This is an optimization exercise on Yosys and OpenROAD, whose aim is small area and a short achievable clock period, not a production implementation. Where RTL was checked, it was by simulation tests only, not by an equivalence proof against the original. No activity file was given, so power comes from the tool's default toggle rates.

Design bru_cluster, start of the top module:
module bru_cluster (
   input  logic                                                    clk,
   input  logic                                                    rst_n,
   input  logic [bru_pipe_pkg::num_lanes*bru_pipe_pkg::uop_w-1:0]     issue,
   output logic [bru_pipe_pkg::redirect_w-1:0]                        redirect,
   output logic [bru_pipe_pkg::num_lanes*bru_pipe_pkg::link_wb_w-1:0] link_wb
);
Size in the first run: ~280 flip-flops, ~740 I/O pins, about 16000 um2 of cells after synthesis.
clock: 5.0 ns
lec_check: 0
abc_area: 1
cap_margin: 20
core_area: 5 5 265 265
die_area: 0 0 270 270
setup_slack_margin: 2.0
slew_margin: 20
standard.sh (not shown) runs the stock make flow with config.mk's settings and CLKGATE_MAP_FILE= SYNTH_SCRIPT=/design/flow/synth_recipe.tcl, a recipe that flattens the netlist after the stock synthesis.
==> flow/flow/run.sh <==
#!/bin/bash
# Standard layout, with the port buffers made from the smallest buffer cell
# instead of the resizer's default pick, and downsizing of gates off the
# critical paths after global routing; every tool's output goes to a log here.
bash standard.sh 'BUFFER_PORTS_ARGS=-buffer_cell sky130_fd_sc_hd__buf_1' RECOVER_POWER=100 finish > standard_run.log 2>&1
The first run ran to the end with violations: max-capacitance violations, max-slew violations.
Edit:
==> flow/flow/run.sh (replaced) <==
#!/bin/bash
# Standard layout, with the port buffers made from the smallest buffer cell
# instead of the resizer's default pick; every tool's output goes to a log here.
bash standard.sh 'BUFFER_PORTS_ARGS=-buffer_cell sky130_fd_sc_hd__buf_1' finish > standard_run.log 2>&1
--- a/flow/config.mk
+++ b/flow/config.mk
@@ -10,4 +10,4 @@
 export CORE_AREA = 5 5 265 265
 export DIE_AREA = 0 0 270 270
-export SETUP_SLACK_MARGIN = 2.0
+export SETUP_SLACK_MARGIN = 2.3
 export SLEW_MARGIN = 20
After rerunning: Now the flow produced a clean layout. Sequential power is about the same. Routed wire length is higher by about 10%. Total power is higher by about 19%. Synthesized area is unchanged. Combinational power is higher by 39%. Sequential cell count does not change. Cell count is higher by 2.9%.
Edit:
--- a/flow/config.mk
+++ b/flow/config.mk
@@ -8,6 +8,6 @@
 export ABC_AREA = 1
 export CAP_MARGIN = 20
-export CORE_AREA = 5 5 265 265
-export DIE_AREA = 0 0 270 270
-export SETUP_SLACK_MARGIN = 2.3
+export CORE_AREA = 5 5 251 251
+export DIE_AREA = 0 0 256 256
+export SETUP_SLACK_MARGIN = 2.0
 export SLEW_MARGIN = 20
What happened: Worst setup slack got worse by 73 ps; synthesized cell count is unchanged; utilization decreases by 3.2 points.
Edit:
==> flow/run.sh (new file) <==
#!/bin/bash
# synth_recipe.tcl (not shown) runs the flow's synth.tcl, then flattens the netlist and writes it again
# the make line also repeats each setting of config.mk as NAME=value (left out here)
make -C /OpenROAD-flow-scripts/flow DESIGN_CONFIG=/design/flow/config.mk WORK_HOME=/design/flow/orfs CLKGATE_MAP_FILE= SYNTH_SCRIPT=/design/flow/synth_recipe.tcl finish
--- a/flow/config.mk
+++ b/flow/config.mk
@@ -8,6 +8,6 @@
 export ABC_AREA = 1
 export CAP_MARGIN = 20
-export CORE_AREA = 5 5 251 251
-export DIE_AREA = 0 0 256 256
-export SETUP_SLACK_MARGIN = 2.0
+export CORE_AREA = 5 5 265 265
+export DIE_AREA = 0 0 270 270
+export SETUP_SLACK_MARGIN = 2.5
 export SLEW_MARGIN = 20
removed: flow/flow/run.sh
removed: flow/standard.sh
=>
- die area increases by 11%
- setup slack is worse by 7.5 ps
- register-to-register slack gets better by 120 ps
- synthesized area does not change

* * *

ember:
Another version of the RTL of bru_cluster (not shown whole).
Size: ~2200 cells after synthesis, about 740 I/O pins, about 16000 sq um of cells after synthesis.
Settings: LEC_CHECK=0, ABC_AREA=1, CAP_MARGIN=20, CORE_AREA=5 5 195 195, DIE_AREA=0 0 200 200, SETUP_SLACK_MARGIN=2.0, SLEW_MARGIN=20, TNS_END_PERCENT=0; clock period 5.0 ns.
==> flow/flow/run.sh <==
#!/bin/bash
# Standard layout, with the port buffers made from the smallest buffer cell
# instead of the resizer's default pick, and the pins one track apart so that
# they fit on a smaller die; every tool's output goes to a log here.
bash standard.sh 'BUFFER_PORTS_ARGS=-buffer_cell sky130_fd_sc_hd__buf_1' \
  'PLACE_PINS_ARGS=-min_distance 1 -min_distance_in_tracks' finish > standard_run.log 2>&1
Inputs modified between ember and quartz:
- TNS_END_PERCENT: 0 -> unset
- SETUP_SLACK_MARGIN: 2.0 -> 2.2
[summary]
In the tables for quartz and ember, post-detailed-route via-to-cell ratio reads higher with quartz.
Critical path depth went down by a few percent going from ember to quartz.
Maximum VDD drop sits lower in quartz than in ember.
The run showing the greater total wirelength of the detailed-routed design is quartz.
Summary: with ember as the reference, total power in quartz moved up by a little under 10%.
quartz against ember: wire length of the first global-routing pass grew by 4.8 mm, internal power component went up by 260 uW, number of ordinary and repair buffers in the finished layout rose by 52.
In the reports for quartz and ember, the larger met2 usage in global routing belongs to quartz.

* * *

Another version of the RTL of bru_cluster (not shown whole).
Size in the first run: ~740 I/O pins.
clock: 5.0 ns
lec_check: 0
cap_margin: 20
core_area: 5 5 251 251
die_area: 0 0 256 256
setup_slack_margin: 2.0
slew_margin: 20
synth_hierarchical: 1
==> flow/flow/run.sh <==
#!/bin/bash
# Standard layout, with the port buffers made from the smallest buffer cell
# instead of the resizer's default pick; every tool's output goes to a log here.
bash standard.sh 'BUFFER_PORTS_ARGS=-buffer_cell sky130_fd_sc_hd__buf_1' finish > standard_run.log 2>&1
The first run went through all stages and came out clean.
Rerun with:
SETUP_SLACK_MARGIN = 2.3   (was 2.0)
The new run produced a clean layout.
Critical path depth shrinks by 1.
Global-route usage grows by 1.2 points.
Via count grows by a few percent.
Power grows slightly.
Worst setup slack degrades by 0.084 ns.
No functional check of the RTL was part of any run of this note.

* * *

bru_cluster, a different RTL version from the one above (not shown whole).
Size: ~1900 cells after synthesis, ~280 flip-flops, roughly 740 I/O pins.
export LEC_CHECK = 0
export CAP_MARGIN = 20
export CORE_AREA = 5 5 265 265
export DIE_AREA = 0 0 270 270
export SETUP_SLACK_MARGIN = 2.0
export SLEW_MARGIN = 20
export SYNTH_HIERARCHICAL = 1
create_clock -name core_clock -period 5.0 [get_ports {clk}]
Scripts as last shown in full above: flow/flow/run.sh
==> next run, changes <==
Settings changed: SETUP_SLACK_MARGIN 2.0 to 2.3.
Effect: First-iteration DRC count grows by 25%. Critical path depth shrinks by 5. Final area grows by 6.7%. Die area stays the same. Total power grows by 3.6%. Fmax grows by 6.0%. Sequential share of layout area shrinks by 1.4 points.
No run of this note included a check of the RTL's function; only the layout flow was run.

* * *

bru_cluster with an RTL version that a note above also has.
For scale: roughly 2200 cells after synthesis, ~740 I/O pins, ~16000 um^2 of cells after synthesis.
==> flow/config.mk <==
export PLATFORM = sky130hd
export DESIGN_NAME = bru_cluster
export DESIGN_NICKNAME = bru_cluster
export VERILOG_FILES = /design/flow/design.v
export SDC_FILE = /design/flow/constraint.sdc
export NUM_CORES = 4
export LEC_CHECK = 0
export ABC_AREA = 1
export CAP_MARGIN = 20
export CORE_AREA = 5 5 195 195
export DIE_AREA = 0 0 200 200
export SETUP_SLACK_MARGIN = 2.0
export SLEW_MARGIN = 20
export TNS_END_PERCENT = 10
==> flow/constraint.sdc <==
create_clock -name core_clock -period 5.0 [get_ports {clk}]
set_input_delay 1.0000 -clock core_clock [delete_from_list [all_inputs] [get_ports {clk}]]
set_output_delay 1.0000 -clock core_clock [all_outputs]
set_load 0.01 [all_outputs]
==> flow/flow/run.sh <==
#!/bin/bash
# Standard layout, with the port buffers made from the smallest buffer cell
# instead of the resizer's default pick, and the pins one track apart so that
# they fit on a smaller die; every tool's output goes to a log here.
bash standard.sh 'BUFFER_PORTS_ARGS=-buffer_cell sky130_fd_sc_hd__buf_1' \
  'PLACE_PINS_ARGS=-min_distance 1 -min_distance_in_tracks' finish > standard_run.log 2>&1
The baseline ran to the end with no violations.
Rerun with:
==> flow/flow/run.sh (replaced) <==
#!/bin/bash
# Standard layout, with the port buffers made from the smallest buffer cell
# instead of the resizer's default pick; every tool's output goes to a log here.
bash standard.sh 'BUFFER_PORTS_ARGS=-buffer_cell sky130_fd_sc_hd__buf_1' finish > standard_run.log 2>&1
Settings changed: CORE_AREA 5 5 195 195 to 5 5 251 251, DIE_AREA 0 0 200 200 to 0 0 256 256, TNS_END_PERCENT 10 to default.
Outcome:
- wire length increases by 29%
- area after synthesis stays the same
- sequential power stays flat
- fmax decreases by 1.3%
- first-iteration DRC count increases by 33%
- via count increases by 2.0%
- worst setup slack got worse by 39 ps
- design area increases by 6.7%
- global-route usage decreases by 6.7 points
- clock power increases by about 8%
Rerun with:
==> flow/flow/run.sh (replaced) <==
#!/bin/bash
# Standard layout, with the port buffers made from the smallest buffer cell
# instead of the resizer's default pick, and the pins one track apart so that
# they fit on a smaller die; every tool's output goes to a log here.
bash standard.sh 'BUFFER_PORTS_ARGS=-buffer_cell sky130_fd_sc_hd__buf_1' \
  'PLACE_PINS_ARGS=-min_distance 1 -min_distance_in_tracks' finish > standard_run.log 2>&1
Settings changed: CORE_AREA 5 5 251 251 to 5 5 210 210, DIE_AREA 0 0 256 256 to 0 0 215 215, TNS_END_PERCENT from default to 10.
Outcome: Design area is lower by 3.5%; power decreases by 0.46%; clock power rises by about 9%; flip-flop and latch count is unchanged; worst setup slack gains 49 ps; synthesized cell count stays the same.

* * *

bru_cluster, a different RTL version from the one above (not shown whole).
Size: roughly 1,700 cells after synthesis.
Settings: LEC_CHECK=0, CAP_MARGIN=20, CORE_AREA=5 5 265 265, DIE_AREA=0 0 270 270, SETUP_SLACK_MARGIN=2.3, SLEW_MARGIN=20, SYNTH_HIERARCHICAL=1; clock period 5.0 ns.
==> flow/flow/run.sh <==
#!/bin/bash
# Standard layout, with the port buffers made from the smallest buffer cell
# instead of the resizer's default pick; every tool's output goes to a log here.
bash standard.sh 'BUFFER_PORTS_ARGS=-buffer_cell sky130_fd_sc_hd__buf_1' finish > standard_run.log 2>&1
The first run ran to the end with no violations.
Then changed:
- SETUP_SLACK_MARGIN: 2.3 -> 2.0
The changed run passed the timing, DRC and antenna checks. Final area came out lower by 3.6%. Critical path depth falls by 2. Cell count is lower by 0.60%. Synthesized cell count does not change. Power went down by 2.8%. Via count is lower by 1.2%.
No functional check of the RTL was part of any run of this note.

==> port drivers added, routing unchanged <==
The results above use ideal ports. As a check the final layouts listed here were re-extracted and re-timed, cells and wires unchanged. Step 1 sets driving cells, clkbuf_16 on the clock port and buf_2 on the other inputs (assumed; they add their load-dependent delay and slew). Step 2 moves the port delays by t, midway between the first and last clock arrival at a register: inputs arrive t later, outputs are due t later. That takes back most of the time a late clock gives input paths. a / b / c = ideal ports / drivers / drivers and shift; a / b = the first two.
run | t (ns) | setup slack, ns | hold WS [ns] | clock arrival spread, ns
the first run of note 1 | 0.637 | 1.243 / 1.271 / 0.634 | 0.501 / 0.501 / 0.501 | 0.011 / 0.011
the second run of note 1 | 0.655 | 2.092 / 2.097 / 1.442 | 0.521 / 0.521 / 0.521 | 0.017 / 0.017
the third run of note 1 | 0.631 | 2.019 / 2.051 / 1.421 | 0.485 / 0.485 / 0.485 | 0.026 / 0.027
the fourth run of note 1 | 0.645 | 2.011 / 1.979 / 1.333 | 0.519 / 0.519 / 0.519 | 0.013 / 0.013
ember | 0.574 | 1.954 / 1.969 / 1.396 | 0.480 / 0.480 / 0.480 | 0.024 / 0.023
quartz | 0.579 | 2.091 / 2.102 / 1.523 | 0.489 / 0.489 / 0.489 | 0.017 / 0.017
the first run of note 3 | 0.619 | 1.961 / 1.946 / 1.327 | 0.489 / 0.489 / 0.489 | 0.014 / 0.014
the second run of note 3 | 0.633 | 1.877 / 1.872 / 1.238 | 0.487 / 0.487 / 0.487 | 0.030 / 0.029
the first run of note 4 | 0.594 | 1.800 / 1.748 / 1.154 | 0.543 / 0.543 / 0.543 | 0.032 / 0.032
the second run of note 4 | 0.642 | 1.981 / 1.996 / 1.354 | 0.545 / 0.545 / 0.545 | 0.022 / 0.022
the first run of note 5 | 0.574 | 2.043 / 2.052 / 1.478 | 0.481 / 0.481 / 0.481 | 0.026 / 0.026
the second run of note 5 | 0.617 | 2.004 / 2.033 / 1.417 | 0.503 / 0.503 / 0.503 | 0.025 / 0.025
the third run of note 5 | 0.595 | 2.053 / 2.053 / 1.489 | 0.482 / 0.482 / 0.482 | 0.009 / 0.009
the first run of note 6 | 0.577 | 1.836 / 1.837 / 1.260 | 0.493 / 0.493 / 0.493 | 0.018 / 0.018
the second run of note 6 | 0.575 | 1.827 / 1.848 / 1.272 | 0.495 / 0.495 / 0.495 | 0.019 / 0.019
The setup slack of the fourth run of note 1, which loses most, moves by -0.032 ns with the drivers and by -0.678 ns with both steps.
